What follows belongs to an exercise in optimizing a design on an open flow for small area and a short achievable clock period; a production flow would make more cautious choices.
The RTL was checked by simulation tests, not by an equivalence proof against the original design.
Power is estimated from default activity; no workload was simulated.

==> v27 <==
==> flow/design.v <==
package gpio_axis_pkg;
    localparam int MAX_CH = 16;
    typedef logic [3:0] ch_idx_t;
    function automatic integer clog2(input integer v);
        integer r, i;
        begin
            r = 0;
            for (i = 0; i < 31; i = i + 1)
                if ((1 << i) < v) r = i + 1;
            clog2 = r;
        end
    endfunction
    function automatic integer ch_width(input integer n);
        ch_width = (n <= 1) ? 1 : clog2(n);
    endfunction
    function automatic integer addr_width(input integer depth);
        addr_width = (depth <= 1) ? 1 : clog2(depth);
    endfunction
endpackage
module gpio_axis_chan_fifo #(
    parameter int DATA_WIDTH = 32,
    parameter int DEPTH      = 16,
    parameter int WEN_EDGE   = 1
) (
    input  logic                        clk,
    input  logic                        rst_n,
    input  logic                        clr,
    input  logic                        wen,
    input  logic [DATA_WIDTH-1:0]       wdata,
    input  logic                        pop,
    output logic [DEPTH*DATA_WIDTH-1:0] mem_flat,
    output logic [DEPTH-1:0]            rsel,
    output logic                        nonempty,
    output logic                        nonempty_nx,
    output logic                        overflow
);
    localparam int AW = gpio_axis_pkg::addr_width(DEPTH);
    localparam int CW = gpio_axis_pkg::clog2(DEPTH + 1);
    logic [DATA_WIDTH-1:0] mem [DEPTH];
    logic [AW-1:0]         wptr, rptr;
    logic [CW-1:0]         count;
    logic                  wen_q;
    logic                  push, full, wr_en, one_left;
    assign push     = (WEN_EDGE != 0) ? (wen & ~wen_q) : wen;
    assign full     = (count == CW'(DEPTH));
    assign one_left = (count == CW'(1));
    assign wr_en    = push & ~full;
    for (genvar i = 0; i < DEPTH; i++) begin : g_mem
        always_ff @(posedge clk) begin
            if (wr_en && wptr == AW'(i))
                mem[i] <= wdata;
        end
        assign mem_flat[i*DATA_WIDTH +: DATA_WIDTH] = mem[i];
        assign rsel[i] = (rptr == AW'(i));
    end
    always_comb begin
        if (!rst_n || clr)
            nonempty_nx = 1'b0;
        else
            nonempty_nx = wr_en | (pop ? (nonempty & ~one_left) : nonempty);
    end
    always_ff @(posedge clk) begin
        nonempty <= nonempty_nx;
    end
    always_ff @(posedge clk) begin
        if (!rst_n) begin
            wen_q    <= 1'b0;
            wptr     <= '0;
            rptr     <= '0;
            count    <= '0;
            overflow <= 1'b0;
        end else if (clr) begin
            wen_q    <= wen;
            wptr     <= '0;
            rptr     <= '0;
            count    <= '0;
            overflow <= 1'b0;
        end else begin
            wen_q <= wen;
            if (wr_en)
                wptr <= (wptr == AW'(DEPTH - 1)) ? '0 : wptr + 1'b1;
            if (push && full)
                overflow <= 1'b1;
            if (pop)
                rptr <= (rptr == AW'(DEPTH - 1)) ? '0 : rptr + 1'b1;
            case ({wr_en, pop})
                2'b10:   count <= count + 1'b1;
                2'b01:   count <= count - 1'b1;
                default: ;
            endcase
        end
    end
endmodule
module gpio_to_axis_mux_fifo #(
    parameter int NUM_CH     = 4,
    parameter int DATA_WIDTH = 32,
    parameter int DEPTH      = 16,
    parameter int WEN_EDGE   = 1,
    parameter int BURST_LEN  = 8
) (
    input  logic                         clk,
    input  logic                         rst_n,
    input  logic                         clr,
    input  logic [NUM_CH-1:0]            wen,
    input  logic [NUM_CH*DATA_WIDTH-1:0] wdata,
    output logic [NUM_CH-1:0]            overflow,
    output logic [DATA_WIDTH-1:0]        m_axis_tdata,
    output logic [gpio_axis_pkg::ch_width(NUM_CH)-1:0] m_axis_tdest,
    output logic                         m_axis_tlast,
    output logic                         m_axis_tvalid,
    input  logic                         m_axis_tready
);
    localparam int CH_W = gpio_axis_pkg::ch_width(NUM_CH);
    logic [NUM_CH-1:0]                        nonempty, nonempty_nx;
    logic [NUM_CH-1:0]                        pop;
    logic [NUM_CH-1:0][DEPTH*DATA_WIDTH-1:0]  mem_flat;
    logic [NUM_CH-1:0][DEPTH-1:0]             rsel, rsel_nx;
    logic [NUM_CH-1:0][DEPTH-1:0]             sel;      
    logic [NUM_CH-1:0]     rr_oh, rr_nx;    
    logic [NUM_CH-1:0]     gnt_oh, gnt_nx;  
    logic [CH_W-1:0]       gnt;
    logic [DATA_WIDTH-1:0] gnt_data;
    logic                  gnt_vld, load, flush;
    for (genvar i = 0; i < NUM_CH; i++) begin : g_ch
        gpio_axis_chan_fifo #(
            .DATA_WIDTH (DATA_WIDTH),
            .DEPTH      (DEPTH),
            .WEN_EDGE   (WEN_EDGE)
        ) u_fifo (
            .clk         (clk),
            .rst_n       (rst_n),
            .clr         (clr),
            .wen         (wen[i]),
            .wdata       (wdata[(i)*(DATA_WIDTH) +: (DATA_WIDTH)]),
            .pop         (pop[i]),
            .mem_flat    (mem_flat[i]),
            .rsel        (rsel[i]),
            .nonempty    (nonempty[i]),
            .nonempty_nx (nonempty_nx[i]),
            .overflow    (overflow[i])
        );
        assign rsel_nx[i] = pop[i] ? {rsel[i][DEPTH-2:0], rsel[i][DEPTH-1]} : rsel[i];
    end
    assign flush   = !rst_n || clr;
    assign gnt_vld = |nonempty;
    assign load    = gnt_vld & (~m_axis_tvalid | m_axis_tready);
    assign pop     = gnt_oh & {NUM_CH{load}};
    always_comb begin
        logic blocked;
        int   j;
        rr_nx = flush ? NUM_CH'(1) : load ? {gnt_oh[NUM_CH-2:0], gnt_oh[NUM_CH-1]} : rr_oh;
        for (int c = 0; c < NUM_CH; c++) begin
            blocked = 1'b0;
            for (int k = 1; k < NUM_CH; k++) begin
                j = (c - k + NUM_CH) % NUM_CH;
                for (int m = 0; m < k; m++)
                    if (rr_nx[j] && nonempty_nx[(j + m) % NUM_CH]) blocked = 1'b1;
            end
            gnt_nx[c] = nonempty_nx[c] && !blocked;
        end
    end
    always_ff @(posedge clk) begin
        rr_oh  <= rr_nx;
        gnt_oh <= gnt_nx;
        for (int c = 0; c < NUM_CH; c++)
            sel[c] <= rsel_nx[c] & {DEPTH{gnt_nx[c]}};
    end
    always_comb begin
        gnt      = '0;
        gnt_data = '0;
        for (int c = 0; c < NUM_CH; c++) begin
            if (gnt_oh[c]) gnt = gnt | CH_W'(c);
            for (int i = 0; i < DEPTH; i++)
                gnt_data = gnt_data | (mem_flat[c][i*DATA_WIDTH +: DATA_WIDTH] & {DATA_WIDTH{sel[c][i]}});
        end
    end
    always_ff @(posedge clk) begin
        if (flush) begin
            m_axis_tvalid <= 1'b0;
            m_axis_tdata  <= '0;
            m_axis_tdest  <= '0;
            m_axis_tlast  <= 1'b0;
        end else if (load) begin
            m_axis_tvalid <= 1'b1;
            m_axis_tdata  <= gnt_data;
            m_axis_tdest  <= gnt;
            m_axis_tlast  <= (BURST_LEN >= 1);
        end else if (m_axis_tready) begin
            m_axis_tvalid <= 1'b0;
        end
    end
endmodule
==> flow/flow/run.sh <==
#!/bin/bash
# Standard ORFS layout (the standard.sh, standard synthesis unchanged) with
# knobs passed through the environment:
#  - port buffers are plain buf_4 cells instead of the delay-cell buffers that
#    buffer_ports picks by default;
#  - clock tree synthesis without dummy loads, with larger sink clusters;
#  - one more setup-repair pass after global routing (flow/post_grt.tcl).
set -euo pipefail
export BUFFER_PORTS_ARGS="-buffer_cell sky130_fd_sc_hd__buf_4"
export CTS_ARGS="-sink_clustering_enable -repair_clock_nets -dont_use_dummy_load -sink_clustering_size 25 -sink_clustering_max_diameter 100"
export POST_GLOBAL_ROUTE_TCL="$PWD/flow/post_grt.tcl"
export FLOW_GRT_MARGIN=2.75
export FLOW_GRT_TNS=20
bash standard.sh > standard_flow.log 2>&1
==> flow/flow/post_grt.tcl <==
# Extra setup repair after global routing, on global-route parasitics, with a
# larger margin than the stage's own repair (detailed routing loses about
# 0.1 ns on the worst paths), done the way global_route.tcl does its repair;
# then the route guides are written again for detailed routing.
log_cmd estimate_parasitics -global_routing
log_cmd repair_timing -setup -setup_margin $::env(FLOW_GRT_MARGIN) -repair_tns $::env(FLOW_GRT_TNS) -verbose
log_cmd global_route -start_incremental
log_cmd detailed_placement
log_cmd global_route -end_incremental
log_cmd estimate_parasitics -global_routing
write_guides $::env(RESULTS_DIR)/route.guide
==> flow/standard.sh <==
#!/bin/bash
# synth_recipe.tcl (not shown) runs the flow's synth.tcl, then flattens the netlist and writes it again
# the make line also repeats each setting of config.mk as NAME=value (left out here)
make -C /OpenROAD-flow-scripts/flow DESIGN_CONFIG=/design/flow/config.mk WORK_HOME=/design/flow/orfs CLKGATE_MAP_FILE= SYNTH_SCRIPT=/design/flow/synth_recipe.tcl "${@:-finish}"
==> flow/config.mk <==
export PLATFORM = sky130hd
export DESIGN_NAME = gpio_to_axis_mux_fifo
export DESIGN_NICKNAME = gpio_to_axis_mux_fifo
export VERILOG_FILES = /design/flow/design.v
export SDC_FILE = /design/flow/constraint.sdc
export NUM_CORES = 4
export LEC_CHECK = 0
export ABC_CLOCK_PERIOD_IN_PS = 2400
export CAP_MARGIN = 5
export CORE_MARGIN = 2
export CORE_UTILIZATION = 40
export CTS_CLUSTER_DIAMETER = 100
export CTS_CLUSTER_SIZE = 25
export SETUP_SLACK_MARGIN = 2.6
export SLEW_MARGIN = 5
==> flow/constraint.sdc <==
create_clock -name core_clock -period 5.0 [get_ports {clk}]
set_input_delay 1.0000 -clock core_clock [delete_from_list [all_inputs] [get_ports {clk}]]
set_output_delay 1.0000 -clock core_clock [all_outputs]
set_load 0.01 [all_outputs]
==> inputs of v30, as changes to v27 <==
--- a/flow/design.v
+++ b/flow/design.v
@@ -30,6 +30,9 @@
     input  logic                        pop,
-    output logic [DEPTH*DATA_WIDTH-1:0] mem_flat,
+    input  logic [DEPTH-1:0]            sel,
+    output logic [DATA_WIDTH-1:0]       rd_data_n,
     output logic [DEPTH-1:0]            rsel,
+    input  logic                        nonempty_nx,
     output logic                        nonempty,
-    output logic                        nonempty_nx,
+    output logic                        wr_en,
+    output logic                        one_left,
     output logic                        overflow
@@ -42,3 +45,3 @@
     logic                  wen_q;
-    logic                  push, full, wr_en, one_left;
+    logic                  push, full;
     assign push     = (WEN_EDGE != 0) ? (wen & ~wen_q) : wen;
@@ -52,10 +55,22 @@
         end
-        assign mem_flat[i*DATA_WIDTH +: DATA_WIDTH] = mem[i];
         assign rsel[i] = (rptr == AW'(i));
     end
-    always_comb begin
-        if (!rst_n || clr)
-            nonempty_nx = 1'b0;
-        else
-            nonempty_nx = wr_en | (pop ? (nonempty & ~one_left) : nonempty);
+    localparam int NG = (DEPTH + 2) / 3;
+    for (genvar b = 0; b < DATA_WIDTH; b++) begin : g_rd
+        logic [NG-1:0] grp_n;
+        for (genvar g = 0; g < NG; g++) begin : g_grp
+            if (3*g + 2 < DEPTH) begin : g_aoi
+                gpio_axis_aoi222 u_aoi (
+                    .a1 (sel[3*g]),     .a2 (mem[3*g][b]),
+                    .b1 (sel[3*g + 1]), .b2 (mem[3*g + 1][b]),
+                    .c1 (sel[3*g + 2]), .c2 (mem[3*g + 2][b]),
+                    .y  (grp_n[g])
+                );
+            end else if (3*g + 1 < DEPTH) begin : g_aoi2
+                assign grp_n[g] = ~((sel[3*g] & mem[3*g][b]) | (sel[3*g + 1] & mem[3*g + 1][b]));
+            end else begin : g_nand
+                assign grp_n[g] = ~(sel[3*g] & mem[3*g][b]);
+            end
+        end
+        assign rd_data_n[b] = &grp_n;
     end
@@ -93,2 +108,8 @@
 endmodule
+module gpio_axis_aoi222 (
+    input  logic a1, a2, b1, b2, c1, c2,
+    output logic y
+);
+    assign y = ~((a1 & a2) | (b1 & b2) | (c1 & c2));
+endmodule
 module gpio_to_axis_mux_fifo #(
@@ -114,4 +135,5 @@
     logic [NUM_CH-1:0]                        nonempty, nonempty_nx;
+    logic [NUM_CH-1:0]                        wr_en, one_left;
     logic [NUM_CH-1:0]                        pop;
-    logic [NUM_CH-1:0][DEPTH*DATA_WIDTH-1:0]  mem_flat;
+    logic [NUM_CH-1:0][DATA_WIDTH-1:0]        dout_n;
     logic [NUM_CH-1:0][DEPTH-1:0]             rsel, rsel_nx;
@@ -135,8 +157,12 @@
             .pop         (pop[i]),
-            .mem_flat    (mem_flat[i]),
+            .sel         (sel[i]),
+            .rd_data_n   (dout_n[i]),
             .rsel        (rsel[i]),
+            .nonempty_nx (nonempty_nx[i]),
             .nonempty    (nonempty[i]),
-            .nonempty_nx (nonempty_nx[i]),
+            .wr_en       (wr_en[i]),
+            .one_left    (one_left[i]),
             .overflow    (overflow[i])
         );
+        assign nonempty_nx[i] = !flush && (wr_en[i] || (pop[i] ? (nonempty[i] && !one_left[i]) : nonempty[i]));
         assign rsel_nx[i] = pop[i] ? {rsel[i][DEPTH-2:0], rsel[i][DEPTH-1]} : rsel[i];
@@ -169,7 +195,6 @@
         gnt      = '0;
-        gnt_data = '0;
+        gnt_data = '1;
         for (int c = 0; c < NUM_CH; c++) begin
             if (gnt_oh[c]) gnt = gnt | CH_W'(c);
-            for (int i = 0; i < DEPTH; i++)
-                gnt_data = gnt_data | (mem_flat[c][i*DATA_WIDTH +: DATA_WIDTH] & {DATA_WIDTH{sel[c][i]}});
+            gnt_data = gnt_data & dout_n[c];
         end
@@ -184,3 +209,3 @@
             m_axis_tvalid <= 1'b1;
-            m_axis_tdata  <= gnt_data;
+            m_axis_tdata  <= ~gnt_data;
             m_axis_tdest  <= gnt;
--- a/flow/flow/run.sh
+++ b/flow/flow/run.sh
@@ -6,3 +6,3 @@
 #  - clock tree synthesis without dummy loads, with larger sink clusters;
-#  - one more setup-repair pass after global routing (flow/post_grt.tcl).
+#  - more setup repair after global routing (flow/post_grt.tcl).
 set -euo pipefail
@@ -13,2 +13,3 @@
 export FLOW_GRT_TNS=20
+export FLOW_GRT_SIZE_MARGIN=2.9
 bash standard.sh > standard_flow.log 2>&1
--- a/flow/flow/post_grt.tcl
+++ b/flow/flow/post_grt.tcl
@@ -2,6 +2,9 @@
 # larger margin than the stage's own repair (detailed routing loses about
-# 0.1 ns on the worst paths), done the way global_route.tcl does its repair;
-# then the route guides are written again for detailed routing.
+# 0.1 ns on the worst paths), done the way global_route.tcl does its repair:
+# one pass with every move on the worst endpoints, then a sizing-only pass
+# over all endpoints. Then the route guides are written again for detailed
+# routing.
 log_cmd estimate_parasitics -global_routing
 log_cmd repair_timing -setup -setup_margin $::env(FLOW_GRT_MARGIN) -repair_tns $::env(FLOW_GRT_TNS) -verbose
+log_cmd repair_timing -setup -setup_margin $::env(FLOW_GRT_SIZE_MARGIN) -repair_tns 100 -sequence "sizeup,swap" -verbose
 log_cmd global_route -start_incremental
ABC_CLOCK_PERIOD_IN_PS = unset   (was 2400)
CAP_MARGIN = 20   (was 5)
SLEW_MARGIN = 20   (was 5)
SYNTH_HIERARCHICAL = 1   (was unset)
SYNTH_MINIMUM_KEEP_SIZE = 0   (was unset)
==> notes <==
v30 completed without violations. v27 produced a clean layout.
Critical path depth is the same in v27 and v30.
Flip-flop and latch count is the same in v30 and v27.
Combinational power: v27 is larger than v30 (about 22%).
Against v27, the sequential share of layout area of v30 is lower by 0.52 points.
In v27 the fmax is lower than in v30, by 1.1%.
Between v27 and v30, the lower clock skew is in v30 (gap 42 ps).
Setup slack: v27 is worse than v30 (25 ps).
In v27 the clock power is larger than in v30, by about 4%.
Of v27 and v30, v27 has the higher total power (gap 2.1%, measured against v30).
==> figures <==
                                                              v27                      v30
Run status                                complete, no violations  complete, no violations
XOR/XNOR Fraction of Synth Area                           0.00350                  0.00133
Area of the core region                                199000 µm²               197000 µm²
Cell area power density                                335 nW/µm²               326 nW/µm²
Quantity of gates resized following cts                        95                      145
Worst relative slew slack                                   0.234                    0.401
Post-Place Cell Area                                    86600 µm²                85400 µm²
Mux contribution to synthesized area                      0.00184                  0.00783
DRT met1 WL                                             119000 µm                 84600 µm
Total length of routed met3 wires                        65800 µm                 18500 µm
Starting density of the core                                0.402                    0.402
Setup slack after layout                                  2620 ps                  2640 ps
Via count                                                   54163                    44681
X dimension of the die                                     451 µm                   449 µm
Number of non-clock inverters                                  40                       42
Register-to-register path setup slack                     2620 ps                  2640 ps
Arr. time, crit path                                      3080 ps                  3040 ps
Post-synthesis simple-gate area fraction                   0.0448                   0.0429
Endpoint of the worst hold path              g_ch[3].u_fifo.wen_q     g_ch[2].u_fifo.wen_q

-- what the ideal ports hide --
How much do the figures lean on ideal ports? The routed layouts below were timed once more, with nothing changed but the port constraints. Step 1 (the two cells are an assumption about what drives the block):
set clk [get_ports {clk}]
set_driving_cell -lib_cell sky130_fd_sc_hd__clkbuf_16 $clk
set_driving_cell -lib_cell sky130_fd_sc_hd__buf_2 [delete_from_list [all_inputs] $clk]
Step 2 adds t to the input delays and takes it off the output delays; t is the mean of the earliest and latest rising clock arrival at the registers after step 1. Input paths then give back, and output paths get back, about the clock's delay inside the block. Three values: ideal, step 1, step 2; two values: the first two.
| run | shift t [ns] | slack for setup (ns) | worst hold slack (ns) | worst setup path at the end | slew at the worst register clock pin (ns) |
|---|---|---|---|---|---|
| v27 | 0.845 | 2.618 / 2.534 / 1.969 | 0.485 / 0.426 / 0.486 | input to register | 0.11 / 0.11 |
| v30 | 0.806 | 2.643 / 2.603 / 1.847 | 0.486 / 0.434 / 0.487 | input to register | 0.11 / 0.11 |
After both steps every run listed still meets setup and hold. For v30, which loses most, drivers alone change the setup slack by -0.040 ns; drivers and shift together by -0.796 ns.
